This is an optimization exercise on Yosys and OpenROAD, whose aim is small area and a short achievable clock period, not a production implementation. In this exercise RTL edits were held to simulation tests only and were not proved equivalent to the original. Power and IR drop assume default switching activity.

==> flow/design.v (excerpt) <==
module signedMultiplier
(
	input  logic          clk,
	input  logic          arstN,
	input  mulPkg::operandPairT   operands,
	output mulPkg::productResultT result
);
Size: about 1900 cells after synthesis, ~470 flip-flops, ~100 I/O pins.
clock: 4.0 ns
lec_check: 0
cap_margin: 20
core_margin: 2
core_utilization: 65
cts_cluster_diameter: 100
cts_cluster_size: 30
setup_slack_margin: 1.8
slew_margin: 20
synth_hierarchical: 1
run.sh (not shown) runs the stock make flow with config.mk's settings and CLKGATE_MAP_FILE= SYNTH_SCRIPT=/design/flow/synth_recipe.tcl, a recipe that flattens the netlist after the stock synthesis.
The first run ran to the end with no violations.
Change:
- CORE_UTILIZATION: 65 -> 55
Design area climbs by 0.47%.
Routed wire length grows by 1.8%.
Count of clock-buffer cells in the layout increases by 2.
Flip-flop and latch count stays the same.
Sequential share of layout area goes down by 0.24 points.
Via count decreases by 0.92%.
Die area grows by 18%.
Fmax increases by 1.9%.

Setup of v11:
Another version of the RTL of signedMultiplier (not shown whole).
For scale: about 1900 cells after synthesis, about 100 I/O pins, roughly 23000 µm² of cells after synthesis.
export LEC_CHECK = 0
export CAP_MARGIN = 20
export CORE_MARGIN = 2
export CORE_UTILIZATION = 40
export CTS_CLUSTER_DIAMETER = 100
export CTS_CLUSTER_SIZE = 30
export PLACE_DENSITY = 0.75
export SETUP_SLACK_MARGIN = 1.8
export SLEW_MARGIN = 20
export SYNTH_HIERARCHICAL = 1
create_clock -name core_clock -period 4.0 [get_ports {clk}]
Having completed the whole flow, v11 delivered a layout that passed the timing, DRC and antenna checks.
Edits applied to the flow inputs when going from v11 to v27:
- PLACE_DENSITY no longer set, was 0.75
### Flow results
Total power: v27 and v11 compared, lower one is v11
Post-CTS setup-driven buffer insertion count: v27 < v11
Summary: wire length, v27 better than v11
Global-route usage is higher on v27
Design area (higher): v27
Launch point of the critical path = r2_d[10]: v27; launch point of the critical path = r0_two[2]: v11
[inputs] v52 vs v27
- removing CTS_CLUSTER_SIZE (formerly 30)
- removing CTS_CLUSTER_DIAMETER (formerly 100)
Findings:
- Of the two candidates, v27 has the better final area and v52 the worse one.
- Between v27 and v52, the flow reports maximum frequency from static timing analysis increasing slightly.
- dfxtp_2 as the standard cell with the maximum stage delay on the critical path was reported by v27, and fa_1 by v52.
- The worst slew margin relative to its limit number comes out lower for v27 vs v52.
- v52 vs. v27: power consumed by the clock network went up by 73%.
- Via total after detailed routing grows slightly when moving from v27 to v52.
- Taking v27 as the reference point, the pin slew with the least headroom to its limit of v52 falls by 0.011 ns.
What v2 does differently from v52 at the input level:
- SETUP_SLACK_MARGIN now 1.75, was 1.8
Results
- Run comparison: v52 endpoint of the most critical setup path r1_d[124]; v2 endpoint of the most critical setup path result[3]
- Power after layout was lower in v2 than in v52.
- v2 against v52: post-route minimum period went up by 0.050 ns; cell count went down by 0.58%.
- met3 wire length, v52 and v2, lower one = v2.
- Looking only at setup slack, and setting everything else aside, the higher value of v52 and v2 goes to v52.
- For v52, the cell with the largest stage delay on the worst path was fa_1, unlike v2, where it was clkdlybuf4s50_1.

signedMultiplier, a different RTL version from the one above (not shown whole).
For scale: ~1900 cells after synthesis, ~540 flip-flops, about 0.024 sq mm of cells after synthesis.
clock: 4.0 ns
lec_check: 0
cap_margin: 20
core_margin: 2
core_utilization: 70
cts_cluster_diameter: 100
cts_cluster_size: 30
setup_slack_margin: 2.0
slew_margin: 20
synth_hierarchical: 1
Then changed:
--- a/flow/config.mk
+++ b/flow/config.mk
@@ -9,5 +9,5 @@
 export CORE_MARGIN = 2
-export CORE_UTILIZATION = 70
-export CTS_CLUSTER_DIAMETER = 100
-export CTS_CLUSTER_SIZE = 30
+export CORE_UTILIZATION = 55
+export CTS_CLUSTER_DIAMETER = 90
+export CTS_CLUSTER_SIZE = 25
 export SETUP_SLACK_MARGIN = 2.0
Outcome: The new run passed the timing, DRC and antenna checks. Total power rises slightly. Setup slack gains 0.023 ns. First-iteration DRC count falls by a few percent. Combinational power falls slightly.
Then changed:
--- a/flow/config.mk
+++ b/flow/config.mk
@@ -10,5 +10,5 @@
 export CORE_UTILIZATION = 55
-export CTS_CLUSTER_DIAMETER = 90
-export CTS_CLUSTER_SIZE = 25
-export SETUP_SLACK_MARGIN = 2.0
+export CTS_CLUSTER_DIAMETER = 100
+export CTS_CLUSTER_SIZE = 30
+export SETUP_SLACK_MARGIN = 2.05
 export SLEW_MARGIN = 20
Result: Sequential power is about the same; wire length came out higher by 1.2%; synthesized area is unchanged; power came out lower by 1.2%; first-iteration DRC count came out lower by 1.0%; flip-flop and latch count does not change; critical path depth came out higher by 1; utilization came out higher by 0.31 points; via count came out higher by 0.76%; clock power came out lower by 9.2%; worst hold slack gets worse by 0.018 ns.
Then changed:
--- a/flow/config.mk
+++ b/flow/config.mk
@@ -9,6 +9,6 @@
 export CORE_MARGIN = 2
-export CORE_UTILIZATION = 55
+export CORE_UTILIZATION = 40
 export CTS_CLUSTER_DIAMETER = 100
 export CTS_CLUSTER_SIZE = 30
-export SETUP_SLACK_MARGIN = 2.05
+export SETUP_SLACK_MARGIN = 2.0
 export SLEW_MARGIN = 20
Outcome: The new run finished with timing, DRC and antenna clean; final cell count came out higher by about 7%; worst setup slack improved by 0.042 ns; power went down by 1.1%.

## rev 12
signedMultiplier again, from the RTL that the note above started with.
==> flow/config.mk <==
export PLATFORM = sky130hd
export DESIGN_NAME = signedMultiplier
export DESIGN_NICKNAME = signedMultiplier
export VERILOG_FILES = /design/flow/design.v
export SDC_FILE = /design/flow/constraint.sdc
export NUM_CORES = 4
export LEC_CHECK = 0
export CAP_MARGIN = 20
export CORE_MARGIN = 2
export CORE_UTILIZATION = 55
export CTS_CLUSTER_DIAMETER = 100
export CTS_CLUSTER_SIZE = 30
export SETUP_SLACK_MARGIN = 1.95
export SLEW_MARGIN = 20
export SYNTH_HIERARCHICAL = 1
==> flow/constraint.sdc <==
create_clock -name core_clock -period 4.0 [get_ports {clk}]
set_input_delay 0.8000 -clock core_clock [delete_from_list [all_inputs] [get_ports {clk}]]
set_output_delay 0.8000 -clock core_clock [all_outputs]
set_load 0.01 [all_outputs]
Inputs modified between rev 12 and rev 13:
Settings: SETUP_SLACK_MARGIN now 1.9, was 1.95.
On worst reg-to-reg setup slack, rev 13 does worse than rev 12. Taking rev 12 as the reference, in rev 13 final critical path time including I/O delays and setup climbed 0.083 ns, fraction of area in registers barely changed, power barely changed. Going from rev 12 to rev 13, utilization shrinks by 0.27 points. Every stage of the flow completed for rev 13, and the final layout passed the timing, DRC and antenna checks. The first-pass GRT wire length was comparable across rev 12 and rev 13. [compare] base=rev 12 new=rev 13: data required time at the worst endpoint was more or less identical, minimum setup slack in the final design fell 0.083 ns.

==> separate check: timing with driven ports <==
In the flow no input, the clock included, has a driving cell. The finished layouts below were timed again as built, in two steps.
Step 1, drivers: a clkbuf_16 drives clk and a buf_2 each remaining input, both assumed.
Step 2 moves the port delays by t, midway between the first and last clock arrival at a register: inputs arrive t later, outputs are due t later. That takes back most of the time a late clock gives input paths.
Slacks: ideal ports / drivers / drivers and shift; pairs: ideal ports / drivers.
| run | shift t [ns] | setup slack, ns | worst data-port slew with drivers (ns) |
|---|---|---|---|
| the first run of note 1 | 0.603 | 1.808 / 1.808 / 1.808 | 0.06 |
| the second run of note 1 | 0.603 | 1.849 / 1.849 / 1.849 | 0.06 |
| v11 | 0.617 | 1.832 / 1.832 / 1.832 | 0.08 |
| v27 | 0.633 | 1.824 / 1.824 / 1.824 | 0.06 |
| v52 | 0.637 | 1.841 / 1.841 / 1.841 | 0.06 |
| v2 | 0.637 | 1.791 / 1.732 / 1.797 | 0.06 |
| the first run of note 3 | 0.609 | 2.007 / 1.984 / 1.814 | 0.07 |
| the second run of note 3 | 0.642 | 2.030 / 1.978 / 1.847 | 0.06 |
| the third run of note 3 | 0.629 | 1.940 / 1.940 / 1.846 | 0.06 |
| the fourth run of note 3 | 0.637 | 1.982 / 1.982 / 1.796 | 0.06 |
| rev 12 | 0.623 | 1.977 / 1.954 / 1.854 | 0.07 |
| rev 13 | 0.625 | 1.894 / 1.894 / 1.846 | 0.07 |
After both steps setup and hold are still met in every run listed. For the first run of note 3, which loses most, drivers alone change the setup slack by -0.023 ns; drivers and shift together by -0.193 ns.
